Background: an optimization exercise with open tools, aiming at small area, a short achievable clock period and few clock cycles per item. Do not read the settings as production practice. Only simulation tests tie the RTL to the original design; equivalence was not proved. Power is estimated from default activity; no workload was simulated.

==> flow/design.v <==
package scm_pkg;
    localparam int SAMPLE_COUNT = 16;
    localparam int SAMPLE_BITS  = 16;
    localparam int IN_BITS      = 16;
    localparam int RAW_BITS     = 24;
    localparam int MEAN_BITS    = 24;
    localparam int COUNT_BITS   = 5;
    localparam int FRAC_BITS    = 8;
    localparam int COUNT_MAX    = 31;
    localparam int MEAN_MIN_MAG = 8388608;
    localparam int MEAN_MAX     = 8388607;
    localparam int IDX_BITS   = $clog2(SAMPLE_COUNT);
    localparam int CNT_BITS   = $clog2(SAMPLE_COUNT + 1);
    localparam int SUM_BITS   = SAMPLE_BITS + IDX_BITS + 1;
    localparam int SQ_BITS    = 2 * SAMPLE_BITS;
    localparam int SQSUM_BITS = 2 * SAMPLE_BITS + IDX_BITS;
    localparam int WIDE_BITS  = 2 * SUM_BITS;
    localparam int NUM_BITS   = SUM_BITS + FRAC_BITS;
    localparam int STEP_BITS  = $clog2(NUM_BITS);
    localparam int OUT_BITS   = ((MEAN_BITS + COUNT_BITS + 7) / 8) * 8;
    typedef struct packed {
        logic load;
        logic square;
        logic accum;
        logic spread_mul;
        logic spread_sub;
        logic rd;
        logic dev;
        logic dev_sq;
        logic cmp;
        logic div_init;
        logic div_step;
        logic finish;
    } t_cmd;
    typedef struct packed {
        logic batch_full;
        logic last_entry;
        logic div_done;
        logic out_free;
    } t_stat;
    typedef enum logic [11:0] {
        ST_IDLE       = 12'b0000_0000_0001,
        ST_SQUARE     = 12'b0000_0000_0010,
        ST_ACCUM      = 12'b0000_0000_0100,
        ST_SPREAD_MUL = 12'b0000_0000_1000,
        ST_SPREAD_SUB = 12'b0000_0001_0000,
        ST_READ       = 12'b0000_0010_0000,
        ST_DEV        = 12'b0000_0100_0000,
        ST_DEV_SQ     = 12'b0000_1000_0000,
        ST_CMP        = 12'b0001_0000_0000,
        ST_DIV_INIT   = 12'b0010_0000_0000,
        ST_DIV        = 12'b0100_0000_0000,
        ST_FINISH     = 12'b1000_0000_0000
    } t_state;
endpackage
import scm_pkg::*;
module scm_ctrl (
    input  logic           i_clk,
    input  logic           i_rst_n,
    input  scm_pkg::t_stat i_stat,
    input  logic           i_s_tvalid,
    output logic           o_s_tready,
    output scm_pkg::t_cmd  o_cmd,
    output scm_pkg::t_state o_state
);
    scm_pkg::t_state r_state;
    scm_pkg::t_state n_state;
    always_ff @(posedge i_clk) begin
        if (!i_rst_n) begin
            r_state <= ST_IDLE;
        end else begin
            r_state <= n_state;
        end
    end
    always_comb begin
        n_state = r_state;
        o_cmd   = '0;
        case (r_state)
            ST_IDLE: begin
                o_cmd.load = i_s_tvalid;
                if (i_s_tvalid) begin
                    n_state = ST_SQUARE;
                end
            end
            ST_SQUARE: begin
                o_cmd.square = 1'b1;
                n_state      = ST_ACCUM;
            end
            ST_ACCUM: begin
                o_cmd.accum = 1'b1;
                n_state     = i_stat.batch_full ? ST_SPREAD_MUL : ST_IDLE;
            end
            ST_SPREAD_MUL: begin
                o_cmd.spread_mul = 1'b1;
                n_state          = ST_SPREAD_SUB;
            end
            ST_SPREAD_SUB: begin
                o_cmd.spread_sub = 1'b1;
                n_state          = ST_READ;
            end
            ST_READ: begin
                o_cmd.rd = 1'b1;
                n_state  = ST_DEV;
            end
            ST_DEV: begin
                o_cmd.dev = 1'b1;
                n_state   = ST_DEV_SQ;
            end
            ST_DEV_SQ: begin
                o_cmd.dev_sq = 1'b1;
                n_state      = ST_CMP;
            end
            ST_CMP: begin
                o_cmd.cmp = 1'b1;
                n_state   = i_stat.last_entry ? ST_DIV_INIT : ST_READ;
            end
            ST_DIV_INIT: begin
                o_cmd.div_init = 1'b1;
                n_state        = ST_DIV;
            end
            ST_DIV: begin
                o_cmd.div_step = 1'b1;
                if (i_stat.div_done) begin
                    n_state = ST_FINISH;
                end
            end
            ST_FINISH: begin
                o_cmd.finish = i_stat.out_free;
                if (i_stat.out_free) begin
                    n_state = ST_IDLE;
                end
            end
            default: begin
                n_state = ST_IDLE;
            end
        endcase
    end
    assign o_s_tready = (r_state == ST_IDLE);
    assign o_state    = r_state;
endmodule
import scm_pkg::*;
module scm_datapath (
    input  logic                             i_clk,
    input  logic                             i_rst_n,
    input  scm_pkg::t_cmd                    i_cmd,
    output scm_pkg::t_stat                   o_stat,
    input  logic [scm_pkg::IN_BITS-1:0]      i_sample,
    input  logic                             i_m_tready,
    output logic                             o_m_tvalid,
    output logic [scm_pkg::MEAN_BITS-1:0]    o_mean,
    output logic [scm_pkg::COUNT_BITS-1:0]   o_count
);
    localparam logic signed [SUM_BITS:0] N_CONST = (SUM_BITS + 1)'(SAMPLE_COUNT);
    logic [SAMPLE_BITS-1:0] r_mem [SAMPLE_COUNT];
    logic        [RAW_BITS-1:0]    w_raw;
    logic signed [SAMPLE_BITS-1:0] w_x;
    logic signed [SAMPLE_BITS-1:0] r_x;
    logic signed [SQ_BITS-1:0]     r_sq;
    logic signed [SUM_BITS-1:0]    r_sum;
    logic        [SQSUM_BITS-1:0]  r_sqsum;
    logic        [CNT_BITS-1:0]    r_fill;
    logic signed [WIDE_BITS-1:0]   r_s2;
    logic        [WIDE_BITS-1:0]   r_nq;
    logic signed [WIDE_BITS-1:0]   w_diff;
    logic        [WIDE_BITS-1:0]   r_spread;
    logic        [IDX_BITS-1:0]    r_idx;
    logic signed [SAMPLE_BITS-1:0] r_rdata;
    logic signed [SAMPLE_BITS-1:0] r_cx;
    logic signed [SUM_BITS:0]      w_dev;
    logic        [SUM_BITS-1:0]    r_mag;
    logic        [WIDE_BITS-1:0]   r_dsq;
    logic signed [SUM_BITS-1:0]    r_ksum;
    logic        [CNT_BITS-1:0]    r_kept;
    logic                          r_neg;
    logic        [SUM_BITS-1:0]    w_kmag;
    logic        [NUM_BITS-1:0]    r_quo;
    logic        [CNT_BITS-1:0]    r_rem;
    logic        [STEP_BITS-1:0]   r_step;
    logic        [CNT_BITS:0]      w_shift;
    logic        [CNT_BITS:0]      w_trial;
    logic                          w_ge;
    logic signed [NUM_BITS:0]      w_qsigned;
    logic        [MEAN_BITS-1:0]   w_mean;
    logic        [COUNT_BITS-1:0]  w_count;
    logic                          r_out_valid;
    logic        [MEAN_BITS-1:0]   r_out_mean;
    logic        [COUNT_BITS-1:0]  r_out_count;
    assign w_raw  = {{(RAW_BITS - IN_BITS){1'b0}}, i_sample};
    assign w_x    = w_raw[SAMPLE_BITS-1:0];
    assign w_diff = $signed(r_nq) - r_s2;
    assign w_dev  = (SUM_BITS + 1)'(r_rdata) * N_CONST - (SUM_BITS + 1)'(r_sum);
    assign w_kmag = r_ksum[SUM_BITS-1] ? SUM_BITS'(-r_ksum) : r_ksum;
    assign w_shift = {r_rem, r_quo[NUM_BITS-1]};
    assign w_ge    = (w_shift >= {1'b0, r_kept});
    assign w_trial = w_shift - {1'b0, r_kept};
    assign w_qsigned = r_neg ? -$signed({1'b0, r_quo}) : $signed({1'b0, r_quo});
    always_comb begin
        if (r_kept == '0) begin
            w_mean = '0;
        end else if (r_neg && (64'(r_quo) > 64'(MEAN_MIN_MAG))) begin
            w_mean = {1'b1, {(MEAN_BITS - 1){1'b0}}};
        end else if (!r_neg && (64'(r_quo) > 64'(MEAN_MAX))) begin
            w_mean = {1'b0, {(MEAN_BITS - 1){1'b1}}};
        end else begin
            w_mean = MEAN_BITS'(w_qsigned);
        end
        if (32'(r_kept) > 32'(COUNT_MAX)) begin
            w_count = COUNT_BITS'(COUNT_MAX);
        end else begin
            w_count = COUNT_BITS'(r_kept);
        end
    end
    always_ff @(posedge i_clk) begin
        if (i_cmd.load) begin
            r_mem[r_fill[IDX_BITS-1:0]] <= w_x;
        end
        if (i_cmd.rd) begin
            r_rdata <= r_mem[r_idx];
        end
    end
    always_ff @(posedge i_clk) begin
        if (i_cmd.load) begin
            r_x <= w_x;
        end
        if (i_cmd.square) begin
            r_sq <= r_x * r_x;
        end
        if (i_cmd.spread_mul) begin
            r_s2 <= r_sum * r_sum;
            r_nq <= WIDE_BITS'(r_sqsum) * WIDE_BITS'(SAMPLE_COUNT);
        end
        if (i_cmd.spread_sub) begin
            r_spread <= w_diff[WIDE_BITS-1] ? '0 : w_diff;
        end
        if (i_cmd.dev) begin
            r_cx  <= r_rdata;
            r_mag <= w_dev[SUM_BITS] ? SUM_BITS'(-w_dev) : w_dev[SUM_BITS-1:0];
        end
        if (i_cmd.dev_sq) begin
            r_dsq <= WIDE_BITS'(r_mag) * WIDE_BITS'(r_mag);
        end
        if (i_cmd.div_init) begin
            r_neg <= r_ksum[SUM_BITS-1];
            r_quo <= {w_kmag, {FRAC_BITS{1'b0}}};
            r_rem <= '0;
        end else if (i_cmd.div_step) begin
            r_quo <= {r_quo[NUM_BITS-2:0], w_ge};
            r_rem <= w_ge ? w_trial[CNT_BITS-1:0] : w_shift[CNT_BITS-1:0];
        end
        if (i_cmd.finish) begin
            r_out_mean  <= w_mean;
            r_out_count <= w_count;
        end
    end
    always_ff @(posedge i_clk) begin
        if (!i_rst_n) begin
            r_sum       <= '0;
            r_sqsum     <= '0;
            r_fill      <= '0;
            r_idx       <= '0;
            r_ksum      <= '0;
            r_kept      <= '0;
            r_step      <= '0;
            r_out_valid <= 1'b0;
        end else begin
            if (i_cmd.accum) begin
                r_sum   <= r_sum + SUM_BITS'(r_x);
                r_sqsum <= r_sqsum + SQSUM_BITS'($unsigned(r_sq));
                r_fill  <= r_fill + 1'b1;
            end
            if (i_cmd.spread_sub) begin
                r_idx  <= '0;
                r_ksum <= '0;
                r_kept <= '0;
            end
            if (i_cmd.cmp) begin
                r_idx <= r_idx + 1'b1;
                if (r_dsq <= r_spread) begin
                    r_ksum <= r_ksum + SUM_BITS'(r_cx);
                    r_kept <= r_kept + 1'b1;
                end
            end
            if (i_cmd.div_init) begin
                r_step <= '0;
            end else if (i_cmd.div_step) begin
                r_step <= r_step + 1'b1;
            end
            if (i_cmd.finish) begin
                r_sum       <= '0;
                r_sqsum     <= '0;
                r_fill      <= '0;
                r_out_valid <= 1'b1;
            end else if (i_m_tready) begin
                r_out_valid <= 1'b0;
            end
        end
    end
    assign o_stat.batch_full = (r_fill == CNT_BITS'(SAMPLE_COUNT - 1));
    assign o_stat.last_entry = (r_idx == IDX_BITS'(SAMPLE_COUNT - 1));
    assign o_stat.div_done   = (r_step == STEP_BITS'(NUM_BITS - 1));
    assign o_stat.out_free   = !r_out_valid || i_m_tready;
    assign o_m_tvalid = r_out_valid;
    assign o_mean     = r_out_mean;
    assign o_count    = r_out_count;
endmodule
import scm_pkg::*;
module sigma_clipped_mean_unit (
    input  logic                            i_clk,
    input  logic                            i_rst_n,
    input  logic                            s_axis_tvalid,
    output logic                            s_axis_tready,
    input  logic [scm_pkg::IN_BITS-1:0]     s_axis_tdata,   
    output logic                            m_axis_tvalid,
    input  logic                            m_axis_tready,
    output logic [scm_pkg::OUT_BITS-1:0]    m_axis_tdata    
);
    scm_pkg::t_cmd                  w_cmd;
    scm_pkg::t_stat                 w_stat;
    scm_pkg::t_state                w_state;
    logic [MEAN_BITS-1:0]  w_mean;
    logic [COUNT_BITS-1:0] w_count;
    scm_ctrl u_ctrl (
        .i_clk      (i_clk),
        .i_rst_n    (i_rst_n),
        .i_stat     (w_stat),
        .i_s_tvalid (s_axis_tvalid),
        .o_s_tready (s_axis_tready),
        .o_cmd      (w_cmd),
        .o_state    (w_state)
    );
    scm_datapath u_datapath (
        .i_clk      (i_clk),
        .i_rst_n    (i_rst_n),
        .i_cmd      (w_cmd),
        .o_stat     (w_stat),
        .i_sample   (s_axis_tdata),
        .i_m_tready (m_axis_tready),
        .o_m_tvalid (m_axis_tvalid),
        .o_mean     (w_mean),
        .o_count    (w_count)
    );
    assign m_axis_tdata = {(OUT_BITS - MEAN_BITS - COUNT_BITS)'(0), w_count, w_mean};
endmodule
==> flow/run.sh <==
#!/bin/bash
# synth_recipe.tcl (not shown) runs the flow's synth.tcl, then flattens the netlist and writes it again
# the make line also repeats each setting of config.mk as NAME=value (left out here)
make -C /OpenROAD-flow-scripts/flow DESIGN_CONFIG=/design/flow/config.mk WORK_HOME=/design/flow/orfs CLKGATE_MAP_FILE= SYNTH_SCRIPT=/design/flow/synth_recipe.tcl finish
==> flow/config.mk <==
export PLATFORM = sky130hd
export DESIGN_NAME = sigma_clipped_mean_unit
export DESIGN_NICKNAME = sigma_clipped_mean_unit
export VERILOG_FILES = /design/flow/design.v
export SDC_FILE = /design/flow/constraint.sdc
export NUM_CORES = 4
export LEC_CHECK = 0
export CAP_MARGIN = 20
export CORE_MARGIN = 2
export CORE_UTILIZATION = 40
export SLEW_MARGIN = 20
==> flow/constraint.sdc <==
create_clock -name core_clock -period 10.0 [get_ports {i_clk}]
set_input_delay 2.0000 -clock core_clock [delete_from_list [all_inputs] [get_ports {i_clk}]]
set_output_delay 2.0000 -clock core_clock [all_outputs]
set_load 0.01 [all_outputs]
==> reports/summary.txt <==
==================================================================================================
Final-layout fill cell count ........................................................        16144
Global-route wire length before repair ..............................................    277500 µm
Buffers added on ports ..............................................................           50
Leak pwr ............................................................................     33.94 nW
F_max ...............................................................................    115.4 MHz
Outcome ............................................................................. finished clean
Min cycle time layout ...............................................................     8.667 ns
Horizontal extent of the die ........................................................     419.1 µm
Routed len/inst .....................................................................     19.42 µm
Post-synthesis instance area ........................................................    68930 µm²
First-pass iteration count of the detailed router ...................................            5
Gpl congestion ......................................................................       0.9067
Post-route fraction of the period consumed by the critical path .....................       86.67%
Worst-path cell with the longest stage delay ........................................     clkinv_1
WS Path Type ........................................................................ flip-flop to flip-flop
Unrepaired setup endpoints after global routing .....................................        false
Synthesized area per cell ...........................................................    10.50 µm²
Dominant synthesized flop cell ......................................................     edfxtp_1
Maximum root-to-sink buffer count ...................................................            3
Worst Path Arrival ..................................................................      9.08 ns
Overflow after GRT ..................................................................            0
Insertion delay to the later sink of the worst-skew pair ............................      0.70 ns
Share of the yosys chip area belonging to registers .................................       28.19%
Fraction of layout cells with a size suffix above 1 .................................       5.148%
Clock transition time at the flip-flop clock pins of the worst setup and hold paths .      0.06 ns
Final Max Slew Viols ................................................................            0
Relative max-transition margin ......................................................       26.40%
Area used by multi-input combinational logic ........................................    43470 µm²
Number of nets still failing antenna checks after routing ...........................            0
Areal power density over the cells .................................................. 286.3 nW/µm²
Post-layout nets ....................................................................         8122
Cell occurring most often along the worst timing path ...............................         fa_1
Final hold viol count ...............................................................            0
Largest net degree at the start of global routing ...................................           78
I/O Pins ............................................................................           54
Clock Skews .........................................................................   0.04723 ns
Synthesis-to-layout area growth .....................................................       8.428%
Clock Sink Count ....................................................................          688
Number of maximum-capacitance constraint violations .................................            0
Worst Setup Slack, final ............................................................     1.333 ns
Detailed Place HPWL .................................................................    136600 µm
Drc violations ......................................................................            0
Nature of the critical path startpoint ..............................................    flip-flop
Number of antenna violations at the first check in global routing ...................            5
CTS root buf ........................................................................    clkbuf_16
Routed via count divided by cell count ..............................................        5.129
Area occupied by registers ..........................................................    19430 µm²
Worst EP required ...................................................................     10.41 ns
Maximum cell stage delay along the critical path ....................................      0.80 ns
Largest cells by area after synthesis ............................................... fa_1, edfxtp_1, ha_1
GRT Resource Usage Total ............................................................       20.38%
VDD IR max ..........................................................................    0.9925 mV
Kind of end point of the critical path ..............................................    flip-flop
Drt total wl ........................................................................    173900 µm
CP Cell Sequence .................................................................... clkinv_1 -> nor2_1 -> fa_1 -> fa_1 -> inv_1 -> fa_1 -> inv_1 -> fa_1 -> fa_1 -> fa_1 -> inv_1 -> fa_1 -> inv_1 -> ha_1 -> a21oi_1 -> nand2_1 -> a221oi_1 -> nand3_1 -> nor2_1 -> o21ai_1 -> o311a_1 -> o21a_1 -> nor2_1 -> xnor2_1
Die extent in y .....................................................................     419.1 µm
Count of synthesis-stage warnings from yosys ........................................            2
Vias ................................................................................        45937
Synth async-reset ratio .............................................................           0%
Path class of the lowest-slack min-delay path ....................................... flip-flop to flip-flop
Cell type with the highest aggregate area in the netlist ............................         fa_1
Transition time at the pin with the least slew margin ...............................     1.104 ns
Highest net fanout along the worst path .............................................           16
Row count ...........................................................................          152
Core area ...........................................................................   171400 µm²
Number of global-route vias before repair ...........................................        48959
Count of different cell masters after synthesis .....................................          100
CTS Buf Count .......................................................................           75
Setup fix buffers added after clock tree synthesis ..................................            0
Initial core utilization ............................................................       40.23%
Number of synthesized flops with an enable pin ......................................          565
# resized after CTS .................................................................            0
Cells after Synth ...................................................................         6564
Number of failing setup endpoints in the final timing report ........................            0
Worst setup slack before clock tree synthesis .......................................     1.416 ns
Fraction of post-synthesis cell area in the top cell type by area ...................       28.29%
Hold_buf cts ........................................................................            0
CTS tree ............................................................................          yes
Sum of negative setup slack .........................................................         0 ns
Drt first-iter violations ...........................................................         2909
Deepest level of the CTS H-tree .....................................................            3
Post-synthesis sequential element count .............................................          688
Die footprint .......................................................................   175700 µm²
==================================================================================================
==> sequential cells by signal, indices dropped and copies added (netlist names), 16 cells and up <==
register / flops
u_datapath.r_cx: 16
u_datapath.r_mem: 256
u_datapath.r_dsq: 41
u_datapath.r_sq: 31
u_datapath.r_ksum: 21
u_datapath.r_mag: 21
u_datapath.r_sum: 21
u_datapath.r_rdata: 16
u_datapath.r_spread: 40
u_datapath.r_quo: 29
u_datapath.r_nq: 36
u_datapath.r_out_mean: 24
u_datapath.r_s2: 41
u_datapath.r_x: 16
u_datapath.r_sqsum: 36
==> synthesized netlist by cell type (all sizes together) (32+ instances only) <==
library cell / number
a211oi: 44
a21o: 90
a21oi: 277
a31oi: 41
and2: 185
clkbuf: 171
dfxtp: 123
edfxtp: 565
fa: 974
ha: 547
inv: 1410
mux4: 80
nand2: 544
nand2b: 53
nand3: 78
nand4: 32
nor2: 346
nor2b: 40
nor3: 81
o21a: 36
o21ai: 172
xnor2: 190
xor2: 99
==> layer usage <==
| metal | wire, µm | vias to the layer above | global-route usage [%] |
|---|---|---|---|
| li1 | - | 21274 | - |
| met1 | 75380 | 23227 | 27.06 |
| met2 | 85290 | 1181 | 34.91 |
| met3 | 7739 | 255 | 2.241 |
| met4 | 5511 | 0 | 6.321 |
| met5 | 0 | - | 0 |
==> cell usage in the layout, fill, tap and decap left out, types with 86 or more instances in the layout <==
cell      synthesis  routed
inv_1          1408    1407
fa_1            974     974
edfxtp_1        565     565
ha_1            547     547
nand2_1         543     543
nor2_1          346     344
a21oi_1         277     277
xnor2_1         190     189
and2_1          185     181
o21ai_0         160     159
dfxtp_1         123     121
xor2_1           99      99
a21o_1           90      90
buf_4             6      86
==> metrics by stage <==
| stage | total power [mW] | area, µm² | hold WS [ns] | cells | util, % |
|---|---|---|---|---|---|
| floorplan | 15.02 | 68940 | 0.4292 | 6566 | - |
| global placement | 18.47 | 72270 | 0.4364 | 8814 | 42.18 |
| detailed placement | 18.68 | 72280 | 0.4450 | 8814 | 42.18 |
| CTS | 21.54 | 74730 | 0.4589 | 8953 | 43.61 |
| global route | 23.55 | 74740 | 0.4791 | 8956 | 43.62 |
| finish | 21.39 | 74740 | 0.4577 | 8956 | 43.62 |
==> cells by family (layout without fill, tap and decap cells) <==
logic type / count (synthesis) / in the layout / synth area share, %
AO/OA/AOI/OAI: 839 / 839 / 7.745
XOR/XNOR: 289 / 289 / 3.672
multiplexers: 95 / 95 / 2.839
adder cells (fa/ha/maj): 1521 / 1521 / 38.22
other: 1 / 6 / 0.005440
buffers and inverters: 1620 / 1697 / 8.893
AND/OR/NAND/NOR: 1511 / 1511 / 10.44
flip-flops: 688 / 688 / 28.19
==> worst paths after layout <==
kind / start / end / slack (ns) / depth (start not counted)
max: u_datapath.r_sum[18]$_SDFFE_PP0N_ / u_datapath.r_s2[34]$_DFFE_PP_ / 1.33 / 24
min: u_datapath.r_sqsum[35]$_SDFFE_PP0N_ / u_datapath.r_nq[39]$_DFFE_PP_ / 0.46 / 0
max reg2reg: u_datapath.r_sum[18]$_SDFFE_PP0N_ / u_datapath.r_s2[34]$_DFFE_PP_ / 1.33 / 24
min reg2reg: u_datapath.r_sqsum[35]$_SDFFE_PP0N_ / u_datapath.r_nq[39]$_DFFE_PP_ / 0.46 / 0
==> critical path: cells and delay by family, from the launching register on <==
| family | cells | cell delay (ns) |
|---|---|---|
| AOI/OAI and AO/OA | 5 | 1.54 |
| xor gates and xnor gates | 1 | 0.08 |
| adders and majority gates | 8 | 3.86 |
| buffers and inverters | 5 | 1.00 |
| DFF | 1 | 0.79 |
| and+or+nand+nor | 5 | 1.14 |
==> power breakdown <==
| group | total (mW) | internal, mW | leakage [nW] | switching (mW) |
|---|---|---|---|---|
| Combinational | 14.5 | 6.19 | 26.8 | 8.35 |
| Clock | 2.76 | 1.54 | 1.17 | 1.21 |
| Sequential | 4.10 | 4.03 | 5.97 | 0.0652 |
==> area by class of cell <==
class / instances / area share (%)
Sequential cell: 688 / 26.00
Inverter: 1422 / 7.142
Clock buffer: 88 / 2.590
Tap cell: 2310 / 3.867
Multi-Input combinational cell: 4258 / 58.16
Clock inverter: 51 / 0.6948
Timing Repair Buffer: 136 / 1.533
Antenna cell: 3 / 0.01004
Testbench counts, summed over its fixed seeds: cycles 27,848, items 192.

## static timing again, ports no longer ideal
Ports are ideal in the flow. The routed layout listed here was re-timed in OpenROAD. Step 1, drivers: a clkbuf_16 drives i_clk and a buf_2 each remaining input, both assumed. Step 2 moves the port delays by t, midway between the first and last clock arrival at a register: inputs arrive t later, outputs are due t later. That takes back most of the time a late clock gives input paths. a / b / c = ideal / step 1 / step 2; a / b = the first two.
t (ns): 0.740
setup WS [ns]: 1.333 / 1.333 / 1.333
worst setup path after step 2: register to register
worst register clock-pin slew, ns: 0.08 / 0.08
After both steps setup and hold are still met in this run. For this run, drivers alone change the setup slack by 0.000 ns; drivers and shift together by 0.000 ns.
